Source: an optimization exercise on an open RTL-to-GDS flow (aim: small area and a short achievable clock period). Production flows keep margins and buffers that such runs may drop. Function was checked by simulation only, so behaviour that the tests miss may differ from the original.

==> onyx <==
// cpu_core
module cpu_core (
	input  wire logic               clk_i,
	input  wire logic               rst_i,
	output      logic [32-1:0] imem_addr_o,
	input  wire logic [32-1:0] imem_data_i,     
	output      logic [32-1:0] dmem_addr_o,
	output      logic [32-1:0] dmem_wdata_o,
	input  wire logic [32-1:0] dmem_rdata_i,    
	output      logic               dmem_wr_o,       
	output      logic               dmem_rd_o
);
==> module cpu_regfile, before the edit <==
module cpu_regfile (
	input  wire logic               clk_i,
	input  wire logic               rst_i,
	input  wire logic [5-1:0] rs_idx_i,
	input  wire logic [5-1:0] rt_idx_i,
	output      logic [32-1:0] rs_data_o,
	output      logic [32-1:0] rt_data_o,
	output      logic [32-1:0] rs_data_n_o,    
	input  wire logic [5-1:0] wr_idx_i,
	input  wire logic [32-1:0] wr_data_i,
	input  wire logic               wr_en_i
);
	logic [32-1:1][32-1:0] regs;
	logic [32-1:1]              wen;
	logic [32-1:1]              rs_sel;
	logic [32-1:1]              rt_sel;
	logic [32-1:0]                 wdata;
	assign wdata = rst_i ? '0 : wr_data_i;
	for (genvar r = 1; r < 32; r++) begin : g_reg
		assign wen[r]    = rst_i | (wr_en_i & (wr_idx_i == r));
		assign rs_sel[r] = (rs_idx_i == r);
		assign rt_sel[r] = (rt_idx_i == r);
		always_ff @(posedge clk_i) begin
			if (wen[r])
				regs[r] <= wdata;
		end
	end
	logic [32-1:0] rt_data_n;
	cpu_rdport u_rs (.regs_i(regs), .sel_i(rs_sel), .data_o(rs_data_o), .data_n_o(rs_data_n_o));
	cpu_rdport u_rt (.regs_i(regs), .sel_i(rt_sel), .data_o(rt_data_o), .data_n_o(rt_data_n));
endmodule
==> module cpu_rdport, before the edit <==
module cpu_rdport (
	input  wire logic [32-1:1][32-1:0] regs_i,
	input  wire logic [32-1:1]              sel_i,
	output      logic [32-1:0]                 data_o,
	output      logic [32-1:0]                 data_n_o       
);
	always_comb begin
		data_o = '0;
		for (int r = 1; r < 32; r++)
			data_o = data_o | (regs_i[r] & {32{sel_i[r]}});
	end
	assign data_n_o = ~data_o;
endmodule
==> module cpu_core, before the edit <==
module cpu_core (
	input  wire logic               clk_i,
	input  wire logic               rst_i,
	output      logic [32-1:0] imem_addr_o,
	input  wire logic [32-1:0] imem_data_i,     
	output      logic [32-1:0] dmem_addr_o,
	output      logic [32-1:0] dmem_wdata_o,
	input  wire logic [32-1:0] dmem_rdata_i,    
	output      logic               dmem_wr_o,       
	output      logic               dmem_rd_o
);
	cpu_pkg::ctrl_t ctrl;
	logic [5-1:0] rs_idx;
	logic [5-1:0] rt_idx;
	logic [5-1:0] rd_idx;
	logic [5-1:0] dst_idx;
	logic [15:0]        imm;
	logic [25:0]        target;
	logic [32-1:0] rs_data;
	logic [32-1:0] rt_data;
	logic [32-1:0] rs_data_n;
	logic [32-1:0] src_b;
	logic [32-1:0] alu_result;
	logic [32-1:0] wb_data;
	assign rs_idx = imem_data_i[25:21];
	assign rt_idx = imem_data_i[20:16];
	assign rd_idx = imem_data_i[15:11];
	assign imm    = imem_data_i[15:0];
	assign target = imem_data_i[25:0];
	cpu_decoder u_decoder (
		.instr_i (imem_data_i),
		.ctrl_o  (ctrl)
	);
	cpu_pc u_pc (
		.clk_i    (clk_i),
		.rst_i    (rst_i),
		.beq_i    (ctrl.beq),
		.bne_i    (ctrl.bne),
		.jump_i   (ctrl.jump),
		.eq_i     (rs_data == rt_data),
		.imm_i    (imm),
		.target_i (target),
		.pc_o     (imem_addr_o)
	);
	assign dst_idx = ctrl.dst_is_rd ? rd_idx : rt_idx;
	assign wb_data = ctrl.mem_read ? dmem_rdata_i : alu_result;
	cpu_regfile u_regfile (
		.clk_i     (clk_i),
		.rst_i     (rst_i),
		.rs_idx_i  (rs_idx),
		.rt_idx_i  (rt_idx),
		.rs_data_o (rs_data),
		.rt_data_o (rt_data),
		.rs_data_n_o (rs_data_n),
		.wr_idx_i  (dst_idx),
		.wr_data_i (wb_data),
		.wr_en_i   (ctrl.reg_write)
	);
	always_comb begin
		if (ctrl.b_is_rt)      src_b = rt_data;
		else if (ctrl.b_sext)  src_b = {{(32-16){imm[15]}}, imm};
		else if (ctrl.b_upper) src_b = {imm, 16'h0000};
		else                   src_b = {{(32-16){1'b0}}, imm};
	end
	cpu_alu u_alu (
		.ctrl_i   (ctrl),
		.a_i      (rs_data),
		.b_i      (src_b),
		.result_o (alu_result)
	);
	cpu_addr_add u_addr (
		.a_n_i (rs_data_n),
		.imm_i (imm),
		.s_o   (dmem_addr_o)
	);
	assign dmem_wdata_o = rt_data;
	assign dmem_rd_o    = ctrl.mem_read;
	assign dmem_wr_o    = ctrl.mem_write & ~rst_i;
endmodule
==> module cpu_addr_add, before the edit <==
module cpu_addr_add (
	input  wire logic [32-1:0] a_n_i,       
	input  wire logic [15:0]        imm_i,
	output      logic [32-1:0] s_o
);
	logic       cout;
	logic [32-1:0] p;
	logic [32-1:0] g;
	cpu_add #(.W(32), .ARCH(0)) u_add (
		.a_i    (~a_n_i),
		.b_i    ({{(32-16){imm_i[15]}}, imm_i}),
		.cin_i  (1'b0),
		.s_o    (s_o),
		.cout_o (cout),
		.p_o    (p),
		.g_o    (g)
	);
endmodule
export LEC_CHECK = 0
export CAP_MARGIN = 20
export CORE_MARGIN = 2
export CORE_UTILIZATION = 45
export CTS_BUF_LIST = sky130_fd_sc_hd__clkbuf_16
export CTS_CLUSTER_DIAMETER = 100
export CTS_CLUSTER_SIZE = 20
export GPL_ROUTABILITY_DRIVEN = 0
export SETUP_SLACK_MARGIN = 3.5
export SLEW_MARGIN = 20
export SYNTH_HIERARCHICAL = 1
export TNS_END_PERCENT = 5
create_clock -name core_clock -period 11.0 [get_ports {clk_i}]
standard.sh (not shown) runs the stock make flow with config.mk's settings and CLKGATE_MAP_FILE= SYNTH_SCRIPT=/design/flow/synth_recipe.tcl, a recipe that flattens the netlist after the stock synthesis.
==> flow/flow/run.sh <==
#!/bin/bash
# Own layout flow: the standard ORFS flow, with three modules mapped by
# hand instead of by ABC: the register-file read ports (flow/gen_rdport.py),
# the load/store address adder (flow/gen_addr.py) and the alu adder
# (flow/gen_alu_add.py). Ports get buf_2
# buffers. Every tool's output goes to a log file in this folder.
set -euo pipefail
W=$(pwd)

# hand-mapped cells
python3 flow/gen_rdport.py "$W/rdport_cells.v" > "$W/gen_rdport.log" 2>&1
python3 flow/gen_addr.py "$W/addr_cells.v" > "$W/gen_addr.log" 2>&1
python3 flow/gen_alu_add.py "$W/alu_add_cells.v" > "$W/gen_alu_add.log" 2>&1

# The standard flow's synthesis script, with those modules swapped before flattening
python3 - "$W" <<'PY' > "$W/my_synth.log" 2>&1
import sys
w = sys.argv[1]
s = open(f"{w}/synth_recipe.tcl").read()
swap = (
    "yosys delete cpu_rdport cpu_addr_add cpu_alu_add\n"
    f"yosys read_verilog {w}/rdport_cells.v\n"
    f"yosys read_verilog {w}/addr_cells.v\n"
    f"yosys read_verilog {w}/alu_add_cells.v\n"
    "yosys hierarchy -top $::env(DESIGN_NAME)\n"
)
key = "setattr -mod -unset keep_hierarchy"
assert key in s
s = s.replace(key, swap + key, 1)
open(f"{w}/my_synth.tcl", "w").write(s)
print(s)
PY

bash standard.sh SYNTH_SCRIPT="$W/my_synth.tcl" BUFFER_PORTS_ARGS="-buffer_cell sky130_fd_sc_hd__buf_2" finish > "$W/make_finish.log" 2>&1
==> flow/flow/gen_addr.py <==
#!/usr/bin/env python3
"""Writes the cpu_addr_add module (s = ~a_n + sext(imm), 32 bits) as
sky130_fd_sc_hd cells: a Kogge-Stone carry tree of alternating
o21ai/a21oi levels, with inverters only where a finished carry meets a
level of the other polarity."""
import sys
W = 32
out = sys.argv[1] if len(sys.argv) > 1 else "addr_cells.v"
o = ["module cpu_addr_add (a_n_i, imm_i, s_o);",
     f"  input [{W-1}:0] a_n_i;", "  input [15:0] imm_i;", f"  output [{W-1}:0] s_o;"]
n = [0]
def cell(typ, pins, outpin="Y"):
    n[0] += 1
    y = f"aa_w{n[0]}"
    o.append(f"  wire {y};")
    o.append(f"  sky130_fd_sc_hd__{typ} aa_c{n[0]} (" + ", ".join(f".{p}({s})" for p, s in pins) + f", .{outpin}({y}));")
    return y
def b(i):
    return f"imm_i[{min(i, 15)}]"
# level 0: active-low generate and transmit per bit
G = {}; T = {}   # position -> (signal, polarity) ; polarity 1 = active high
for i in range(W):
    G[i] = (cell("nand2b_1", [("A_N", f"a_n_i[{i}]"), ("B", b(i))]), 0)        # ~(a & b)
    T[i] = (cell("nor2b_1", [("A", b(i)), ("B_N", f"a_n_i[{i}]")]), 0)         # ~(a | b)
P = [cell("xor2_1", [("A", f"a_n_i[{i}]"), ("B", b(i))], outpin="X") for i in range(W)]   # ~(a ^ b)
inv_cache = {}
def as_pol(sig, pol, want):
    if pol == want:
        return sig
    if sig not in inv_cache:
        inv_cache[sig] = cell("inv_1", [("A", sig)])
    return inv_cache[sig]
# prefix levels: G[i] covers bits max(0, i-2^l+1)..i
l = 0
while (1 << l) < W:
    d = 1 << l
    nG = dict(G); nT = dict(T)
    for i in range(d, W):
        gh, ph = G[i]; th, _ = T[i]
        gl = as_pol(G[i - d][0], G[i - d][1], ph)
        full = (i - d) < d      # the low group reaches bit 0: it is a finished carry, no T needed
        if ph == 0:     # inputs active low -> o21ai gives active-high G
            nG[i] = (cell("o21ai_0", [("A1", th), ("A2", gl), ("B1", gh)]), 1)
            if not (i < 2 * d):
                tl = as_pol(T[i - d][0], T[i - d][1], 0)
                nT[i] = (cell("nor2_1", [("A", th), ("B", tl)]), 1)
        else:           # inputs active high -> a21oi gives active-low G
            nG[i] = (cell("a21oi_1", [("A1", th), ("A2", gl), ("B1", gh)]), 0)
            if not (i < 2 * d):
                tl = as_pol(T[i - d][0], T[i - d][1], 1)
                nT[i] = (cell("nand2_1", [("A", th), ("B", tl)]), 0)
        if i < 2 * d:
            nT.pop(i, None)
    G, T = nG, nT
    l += 1
# sums: s0 = p0, si = p_i ^ G[i-1]
for i in range(W):
    if i == 0:
        o.append(f"  sky130_fd_sc_hd__inv_1 aa_s0 (.A({P[0]}), .Y(s_o[0]));")
        continue
    c, pol = G[i - 1]
    # P holds ~p: s = p ^ c = ~P ^ c ; xnor(P, c) = ~(P ^ c) = p ^ c when c active high
    if pol == 1:
        o.append(f"  sky130_fd_sc_hd__xnor2_1 aa_s{i} (.A({P[i]}), .B({c}), .Y(s_o[{i}]));")
    else:
        o.append(f"  sky130_fd_sc_hd__xor2_1 aa_s{i} (.A({P[i]}), .B({c}), .X(s_o[{i}]));")
o.append("endmodule")
open(out, "w").write("\n".join(o) + "\n")
==> flow/flow/gen_rdport.py <==
#!/usr/bin/env python3
"""Writes rdport_cells.v: the cpu_rdport read-port module (31 registers by
one-hot select, 32 bits, out both ways) as sky130_fd_sc_hd cells: a222oi
groups of three registers, then a nand tree, a nor3 for the inverted data
and an inverter for the data, per bit."""
W, R = 32, 31
o = []
o.append("module cpu_rdport (regs_i, sel_i, data_o, data_n_o);")
o.append(f"  input [{R*W-1}:0] regs_i;")
o.append(f"  input [{R-1}:0] sel_i;")
o.append(f"  output [{W-1}:0] data_o;")
o.append(f"  output [{W-1}:0] data_n_o;")
for b in range(W):
    def d(r):  # register r (1..31), bit b; packed [31:1] puts r1 at the bottom
        return f"regs_i[{(r-1)*W + b}]"
    def s(r):
        return f"sel_i[{r-1}]"
    t = []
    for k in range(10):
        r0 = 3*k + 1
        n = f"rp_t{b}_{k}"
        o.append(f"  wire {n};")
        o.append(f"  sky130_fd_sc_hd__a222oi_1 rp_a{b}_{k} (.A1({s(r0)}), .A2({d(r0)}), .B1({s(r0+1)}), .B2({d(r0+1)}), .C1({s(r0+2)}), .C2({d(r0+2)}), .Y({n}));")
        t.append(n)
    n = f"rp_t{b}_10"
    o.append(f"  wire {n};")
    o.append(f"  sky130_fd_sc_hd__nand2_1 rp_n{b}_10 (.A({s(31)}), .B({d(31)}), .Y({n}));")
    t.append(n)
    for j, (grp, cell) in enumerate([(t[0:4], "nand4_1"), (t[4:8], "nand4_1"), (t[8:11], "nand3_1")]):
        n = f"rp_u{b}_{j}"
        o.append(f"  wire {n};")
        pins = "".join(f".{p}({x}), " for p, x in zip("ABCD", grp))
        o.append(f"  sky130_fd_sc_hd__{cell} rp_m{b}_{j} ({pins}.Y({n}));")
    o.append(f"  sky130_fd_sc_hd__nor3_1 rp_o{b} (.A(rp_u{b}_0), .B(rp_u{b}_1), .C(rp_u{b}_2), .Y(data_n_o[{b}]));")
    o.append(f"  sky130_fd_sc_hd__inv_2 rp_i{b} (.A(data_n_o[{b}]), .Y(data_o[{b}]));")
o.append("endmodule")
open(__import__("sys").argv[1] if len(__import__("sys").argv) > 1 else "rdport_cells.v", "w").write("\n".join(o) + "\n")
Other scripts of this flow, unchanged in this note and not shown: flow/flow/gen_alu_add.py
==> raven: changes against onyx <==
--- a/flow/design.v
+++ b/flow/design.v
@@ -103,7 +103,6 @@
 	input  wire logic [5-1:0] rt_idx_i,
 	output      logic [32-1:0] rs_data_o,
 	output      logic [32-1:0] rt_data_o,
-	output      logic [32-1:0] rs_data_n_o,    
 	input  wire logic [5-1:0] wr_idx_i,
 	input  wire logic [32-1:0] wr_data_i,
 	input  wire logic               wr_en_i
@@ -123,24 +122,21 @@
 				regs[r] <= wdata;
 		end
 	end
-	logic [32-1:0] rt_data_n;
-	cpu_rdport u_rs (.regs_i(regs), .sel_i(rs_sel), .data_o(rs_data_o), .data_n_o(rs_data_n_o));
-	cpu_rdport u_rt (.regs_i(regs), .sel_i(rt_sel), .data_o(rt_data_o), .data_n_o(rt_data_n));
+	cpu_rdport u_rs (.regs_i(regs), .sel_i(rs_sel), .data_o(rs_data_o));
+	cpu_rdport u_rt (.regs_i(regs), .sel_i(rt_sel), .data_o(rt_data_o));
 endmodule
 `default_nettype wire
 `default_nettype none
 module cpu_rdport (
 	input  wire logic [32-1:1][32-1:0] regs_i,
 	input  wire logic [32-1:1]              sel_i,
-	output      logic [32-1:0]                 data_o,
-	output      logic [32-1:0]                 data_n_o       
+	output      logic [32-1:0]                 data_o
 );
 	always_comb begin
 		data_o = '0;
 		for (int r = 1; r < 32; r++)
 			data_o = data_o | (regs_i[r] & {32{sel_i[r]}});
 	end
-	assign data_n_o = ~data_o;
 endmodule
 `default_nettype wire
 `timescale 1ns/10ps
@@ -358,7 +354,6 @@
 	logic [25:0]        target;
 	logic [32-1:0] rs_data;
 	logic [32-1:0] rt_data;
-	logic [32-1:0] rs_data_n;
 	logic [32-1:0] src_b;
 	logic [32-1:0] alu_result;
 	logic [32-1:0] wb_data;
@@ -391,7 +386,6 @@
 		.rt_idx_i  (rt_idx),
 		.rs_data_o (rs_data),
 		.rt_data_o (rt_data),
-		.rs_data_n_o (rs_data_n),
 		.wr_idx_i  (dst_idx),
 		.wr_data_i (wb_data),
 		.wr_en_i   (ctrl.reg_write)
@@ -409,7 +403,7 @@
 		.result_o (alu_result)
 	);
 	cpu_addr_add u_addr (
-		.a_n_i (rs_data_n),
+		.a_i   (rs_data),
 		.imm_i (imm),
 		.s_o   (dmem_addr_o)
 	);
@@ -420,7 +414,7 @@
 `default_nettype wire
 `default_nettype none
 module cpu_addr_add (
-	input  wire logic [32-1:0] a_n_i,       
+	input  wire logic [32-1:0] a_i,
 	input  wire logic [15:0]        imm_i,
 	output      logic [32-1:0] s_o
 );
@@ -428,7 +422,7 @@
 	logic [32-1:0] p;
 	logic [32-1:0] g;
 	cpu_add #(.W(32), .ARCH(0)) u_add (
-		.a_i    (~a_n_i),
+		.a_i    (a_i),
 		.b_i    ({{(32-16){imm_i[15]}}, imm_i}),
 		.cin_i  (1'b0),
 		.s_o    (s_o),
--- a/flow/flow/run.sh
+++ b/flow/flow/run.sh
@@ -1,5 +1,5 @@
 #!/bin/bash
-# Own layout flow: the standard ORFS flow, with three modules mapped by
+# Own layout flow: the standard ORFS flow, with two modules mapped by
 # hand instead of by ABC: the register-file read ports (flow/gen_rdport.py),
 # the load/store address adder (flow/gen_addr.py) and the alu adder
 # (flow/gen_alu_add.py). Ports get buf_2
--- a/flow/flow/gen_addr.py
+++ b/flow/flow/gen_addr.py
@@ -1,28 +1,28 @@
 #!/usr/bin/env python3
-"""Writes the cpu_addr_add module (s = ~a_n + sext(imm), 32 bits) as
+"""Writes the cpu_addr_add module (s = a + sext(imm), 32 bits) as
 sky130_fd_sc_hd cells: a Kogge-Stone carry tree of alternating
 o21ai/a21oi levels, with inverters only where a finished carry meets a
 level of the other polarity."""
 import sys
 W = 32
 out = sys.argv[1] if len(sys.argv) > 1 else "addr_cells.v"
-o = ["module cpu_addr_add (a_n_i, imm_i, s_o);",
-     f"  input [{W-1}:0] a_n_i;", "  input [15:0] imm_i;", f"  output [{W-1}:0] s_o;"]
+o = ["module cpu_addr_add (a_i, imm_i, s_o);",
+     f"  input [{W-1}:0] a_i;", "  input [15:0] imm_i;", f"  output [{W-1}:0] s_o;"]
 n = [0]
-def cell(typ, pins, outpin="Y"):
+def cell(typ, pins):
     n[0] += 1
     y = f"aa_w{n[0]}"
     o.append(f"  wire {y};")
-    o.append(f"  sky130_fd_sc_hd__{typ} aa_c{n[0]} (" + ", ".join(f".{p}({s})" for p, s in pins) + f", .{outpin}({y}));")
+    o.append(f"  sky130_fd_sc_hd__{typ} aa_c{n[0]} (" + ", ".join(f".{p}({s})" for p, s in pins) + f", .Y({y}));")
     return y
 def b(i):
     return f"imm_i[{min(i, 15)}]"
 # level 0: active-low generate and transmit per bit
 G = {}; T = {}   # position -> (signal, polarity) ; polarity 1 = active high
 for i in range(W):
-    G[i] = (cell("nand2b_1", [("A_N", f"a_n_i[{i}]"), ("B", b(i))]), 0)        # ~(a & b)
-    T[i] = (cell("nor2b_1", [("A", b(i)), ("B_N", f"a_n_i[{i}]")]), 0)         # ~(a | b)
-P = [cell("xor2_1", [("A", f"a_n_i[{i}]"), ("B", b(i))], outpin="X") for i in range(W)]   # ~(a ^ b)
+    G[i] = (cell("nand2_1", [("A", f"a_i[{i}]"), ("B", b(i))]), 0)
+    T[i] = (cell("nor2_1", [("A", f"a_i[{i}]"), ("B", b(i))]), 0)
+P = [cell("xnor2_1", [("A", f"a_i[{i}]"), ("B", b(i))]) for i in range(W)]   # ~(a ^ b)
 inv_cache = {}
 def as_pol(sig, pol, want):
     if pol == want:
==> flow/flow/gen_rdport.py (replaced) <==
#!/usr/bin/env python3
"""Writes rdport_cells.v: the cpu_rdport read-port module (31 registers by
one-hot select, 32 bits) as sky130_fd_sc_hd cells: a222oi groups of three
registers, then a nand tree and an or3 per bit."""
W, R = 32, 31
o = []
o.append("module cpu_rdport (regs_i, sel_i, data_o);")
o.append(f"  input [{R*W-1}:0] regs_i;")
o.append(f"  input [{R-1}:0] sel_i;")
o.append(f"  output [{W-1}:0] data_o;")
for b in range(W):
    def d(r):  # register r (1..31), bit b; packed [31:1] puts r1 at the bottom
        return f"regs_i[{(r-1)*W + b}]"
    def s(r):
        return f"sel_i[{r-1}]"
    t = []
    for k in range(10):
        r0 = 3*k + 1
        n = f"rp_t{b}_{k}"
        o.append(f"  wire {n};")
        o.append(f"  sky130_fd_sc_hd__a222oi_1 rp_a{b}_{k} (.A1({s(r0)}), .A2({d(r0)}), .B1({s(r0+1)}), .B2({d(r0+1)}), .C1({s(r0+2)}), .C2({d(r0+2)}), .Y({n}));")
        t.append(n)
    n = f"rp_t{b}_10"
    o.append(f"  wire {n};")
    o.append(f"  sky130_fd_sc_hd__nand2_1 rp_n{b}_10 (.A({s(31)}), .B({d(31)}), .Y({n}));")
    t.append(n)
    for j, (grp, cell) in enumerate([(t[0:4], "nand4_1"), (t[4:8], "nand4_1"), (t[8:11], "nand3_1")]):
        n = f"rp_u{b}_{j}"
        o.append(f"  wire {n};")
        pins = "".join(f".{p}({x}), " for p, x in zip("ABCD", grp))
        o.append(f"  sky130_fd_sc_hd__{cell} rp_m{b}_{j} ({pins}.Y({n}));")
    o.append(f"  sky130_fd_sc_hd__or3_1 rp_o{b} (.A(rp_u{b}_0), .B(rp_u{b}_1), .C(rp_u{b}_2), .X(data_o[{b}]));")
o.append("endmodule")
open("rdport_cells.v", "w").write("\n".join(o) + "\n")
--- a/flow/config.mk
+++ b/flow/config.mk
@@ -11,7 +11,6 @@
 export CTS_BUF_LIST = sky130_fd_sc_hd__clkbuf_16
 export CTS_CLUSTER_DIAMETER = 100
 export CTS_CLUSTER_SIZE = 20
-export GPL_ROUTABILITY_DRIVEN = 0
 export SETUP_SLACK_MARGIN = 3.5
 export SLEW_MARGIN = 20
 export SYNTH_HIERARCHICAL = 1
==> juniper: changes against onyx <==
--- a/flow/design.v
+++ b/flow/design.v
@@ -103,7 +103,6 @@
 	input  wire logic [5-1:0] rt_idx_i,
 	output      logic [32-1:0] rs_data_o,
 	output      logic [32-1:0] rt_data_o,
-	output      logic [32-1:0] rs_data_n_o,    
 	input  wire logic [5-1:0] wr_idx_i,
 	input  wire logic [32-1:0] wr_data_i,
 	input  wire logic               wr_en_i
@@ -123,24 +122,21 @@
 				regs[r] <= wdata;
 		end
 	end
-	logic [32-1:0] rt_data_n;
-	cpu_rdport u_rs (.regs_i(regs), .sel_i(rs_sel), .data_o(rs_data_o), .data_n_o(rs_data_n_o));
-	cpu_rdport u_rt (.regs_i(regs), .sel_i(rt_sel), .data_o(rt_data_o), .data_n_o(rt_data_n));
+	cpu_rdport u_rs (.regs_i(regs), .sel_i(rs_sel), .data_o(rs_data_o));
+	cpu_rdport u_rt (.regs_i(regs), .sel_i(rt_sel), .data_o(rt_data_o));
 endmodule
 `default_nettype wire
 `default_nettype none
 module cpu_rdport (
 	input  wire logic [32-1:1][32-1:0] regs_i,
 	input  wire logic [32-1:1]              sel_i,
-	output      logic [32-1:0]                 data_o,
-	output      logic [32-1:0]                 data_n_o       
+	output      logic [32-1:0]                 data_o
 );
 	always_comb begin
 		data_o = '0;
 		for (int r = 1; r < 32; r++)
 			data_o = data_o | (regs_i[r] & {32{sel_i[r]}});
 	end
-	assign data_n_o = ~data_o;
 endmodule
 `default_nettype wire
 `timescale 1ns/10ps
@@ -358,7 +354,6 @@
 	logic [25:0]        target;
 	logic [32-1:0] rs_data;
 	logic [32-1:0] rt_data;
-	logic [32-1:0] rs_data_n;
 	logic [32-1:0] src_b;
 	logic [32-1:0] alu_result;
 	logic [32-1:0] wb_data;
@@ -391,7 +386,6 @@
 		.rt_idx_i  (rt_idx),
 		.rs_data_o (rs_data),
 		.rt_data_o (rt_data),
-		.rs_data_n_o (rs_data_n),
 		.wr_idx_i  (dst_idx),
 		.wr_data_i (wb_data),
 		.wr_en_i   (ctrl.reg_write)
@@ -409,7 +403,7 @@
 		.result_o (alu_result)
 	);
 	cpu_addr_add u_addr (
-		.a_n_i (rs_data_n),
+		.a_i   (rs_data),
 		.imm_i (imm),
 		.s_o   (dmem_addr_o)
 	);
@@ -420,7 +414,7 @@
 `default_nettype wire
 `default_nettype none
 module cpu_addr_add (
-	input  wire logic [32-1:0] a_n_i,       
+	input  wire logic [32-1:0] a_i,
 	input  wire logic [15:0]        imm_i,
 	output      logic [32-1:0] s_o
 );
@@ -428,7 +422,7 @@
 	logic [32-1:0] p;
 	logic [32-1:0] g;
 	cpu_add #(.W(32), .ARCH(0)) u_add (
-		.a_i    (~a_n_i),
+		.a_i    (a_i),
 		.b_i    ({{(32-16){imm_i[15]}}, imm_i}),
 		.cin_i  (1'b0),
 		.s_o    (s_o),
--- a/flow/flow/gen_addr.py
+++ b/flow/flow/gen_addr.py
@@ -1,28 +1,28 @@
 #!/usr/bin/env python3
-"""Writes the cpu_addr_add module (s = ~a_n + sext(imm), 32 bits) as
+"""Writes the cpu_addr_add module (s = a + sext(imm), 32 bits) as
 sky130_fd_sc_hd cells: a Kogge-Stone carry tree of alternating
 o21ai/a21oi levels, with inverters only where a finished carry meets a
 level of the other polarity."""
 import sys
 W = 32
 out = sys.argv[1] if len(sys.argv) > 1 else "addr_cells.v"
-o = ["module cpu_addr_add (a_n_i, imm_i, s_o);",
-     f"  input [{W-1}:0] a_n_i;", "  input [15:0] imm_i;", f"  output [{W-1}:0] s_o;"]
+o = ["module cpu_addr_add (a_i, imm_i, s_o);",
+     f"  input [{W-1}:0] a_i;", "  input [15:0] imm_i;", f"  output [{W-1}:0] s_o;"]
 n = [0]
-def cell(typ, pins, outpin="Y"):
+def cell(typ, pins):
     n[0] += 1
     y = f"aa_w{n[0]}"
     o.append(f"  wire {y};")
-    o.append(f"  sky130_fd_sc_hd__{typ} aa_c{n[0]} (" + ", ".join(f".{p}({s})" for p, s in pins) + f", .{outpin}({y}));")
+    o.append(f"  sky130_fd_sc_hd__{typ} aa_c{n[0]} (" + ", ".join(f".{p}({s})" for p, s in pins) + f", .Y({y}));")
     return y
 def b(i):
     return f"imm_i[{min(i, 15)}]"
 # level 0: active-low generate and transmit per bit
 G = {}; T = {}   # position -> (signal, polarity) ; polarity 1 = active high
 for i in range(W):
-    G[i] = (cell("nand2b_1", [("A_N", f"a_n_i[{i}]"), ("B", b(i))]), 0)        # ~(a & b)
-    T[i] = (cell("nor2b_1", [("A", b(i)), ("B_N", f"a_n_i[{i}]")]), 0)         # ~(a | b)
-P = [cell("xor2_1", [("A", f"a_n_i[{i}]"), ("B", b(i))], outpin="X") for i in range(W)]   # ~(a ^ b)
+    G[i] = (cell("nand2_1", [("A", f"a_i[{i}]"), ("B", b(i))]), 0)
+    T[i] = (cell("nor2_1", [("A", f"a_i[{i}]"), ("B", b(i))]), 0)
+P = [cell("xnor2_1", [("A", f"a_i[{i}]"), ("B", b(i))]) for i in range(W)]   # ~(a ^ b)
 inv_cache = {}
 def as_pol(sig, pol, want):
     if pol == want:
==> flow/flow/gen_rdport.py (replaced) <==
#!/usr/bin/env python3
"""Writes rdport_cells.v: the cpu_rdport read-port module (31 registers by
one-hot select, 32 bits) as sky130_fd_sc_hd cells: a222oi groups of three
registers, then a nand tree and an or3 per bit."""
W, R = 32, 31
o = []
o.append("module cpu_rdport (regs_i, sel_i, data_o);")
o.append(f"  input [{R*W-1}:0] regs_i;")
o.append(f"  input [{R-1}:0] sel_i;")
o.append(f"  output [{W-1}:0] data_o;")
for b in range(W):
    def d(r):  # register r (1..31), bit b; packed [31:1] puts r1 at the bottom
        return f"regs_i[{(r-1)*W + b}]"
    def s(r):
        return f"sel_i[{r-1}]"
    t = []
    for k in range(10):
        r0 = 3*k + 1
        n = f"rp_t{b}_{k}"
        o.append(f"  wire {n};")
        o.append(f"  sky130_fd_sc_hd__a222oi_1 rp_a{b}_{k} (.A1({s(r0)}), .A2({d(r0)}), .B1({s(r0+1)}), .B2({d(r0+1)}), .C1({s(r0+2)}), .C2({d(r0+2)}), .Y({n}));")
        t.append(n)
    n = f"rp_t{b}_10"
    o.append(f"  wire {n};")
    o.append(f"  sky130_fd_sc_hd__nand2_1 rp_n{b}_10 (.A({s(31)}), .B({d(31)}), .Y({n}));")
    t.append(n)
    for j, (grp, cell) in enumerate([(t[0:4], "nand4_1"), (t[4:8], "nand4_1"), (t[8:11], "nand3_1")]):
        n = f"rp_u{b}_{j}"
        o.append(f"  wire {n};")
        pins = "".join(f".{p}({x}), " for p, x in zip("ABCD", grp))
        o.append(f"  sky130_fd_sc_hd__{cell} rp_m{b}_{j} ({pins}.Y({n}));")
    o.append(f"  sky130_fd_sc_hd__or3_1 rp_o{b} (.A(rp_u{b}_0), .B(rp_u{b}_1), .C(rp_u{b}_2), .X(data_o[{b}]));")
o.append("endmodule")
open("rdport_cells.v", "w").write("\n".join(o) + "\n")
==> notes.md <==
status finished clean; share of cells above drive strength 1 24.4%; hold_ws 0.578 ns; M3 GR Usage 8.51%; cell area after placement 0.0533 mm²; WL met2 87100 µm
The numbers above come from onyx.

==> notes.md <==
M3 GR Usage 11.2%; Area growth syn-to-layout 18.5%; biggest regs u_regfile.regs: 992 flops, u_pc.pc_q: 30 flops; status finished clean; Slew @ Worst Pin 1.25 ns; hold_ws 0.587 ns; share of cells above drive strength 1 23.6%; WL met2 88700 µm
The numbers above come from juniper.

==> notes.md <==
share of cells above drive strength 1 24.4%; status finished clean; hold_ws 0.568 ns; Buffers on Ports 161; M3 GR Usage 11.7%; WL met2 91500 µm
The numbers above come from raven.

[re-timing with driven ports]
Ports are ideal in the flow. The routed layouts listed here were re-timed in OpenROAD.
Step 1 sets driving cells, clkbuf_16 on the clock port and buf_2 on the other inputs (assumed; they add their load-dependent delay and slew).
Step 2, shift: input delay + t, output delay - t, t = (earliest + latest rising clock arrival at the registers) / 2. This alone moves slack from input paths to output paths.
Slacks: ideal ports / drivers / drivers and shift; pairs: ideal ports / drivers.
run | t (ns) | setup WS [ns] | clock arrival spread, ns
onyx | 0.749 | 3.016 / 2.960 / 2.519 | 0.031 / 0.032
raven | 0.760 | 2.900 / 2.761 / 2.467 | 0.035 / 0.035
juniper | 0.740 | 2.940 / 2.765 / 2.454 | 0.034 / 0.034
After both steps every run listed still meets setup and hold. The setup slack of onyx, which loses most, moves by -0.056 ns with the drivers and by -0.497 ns with both steps.
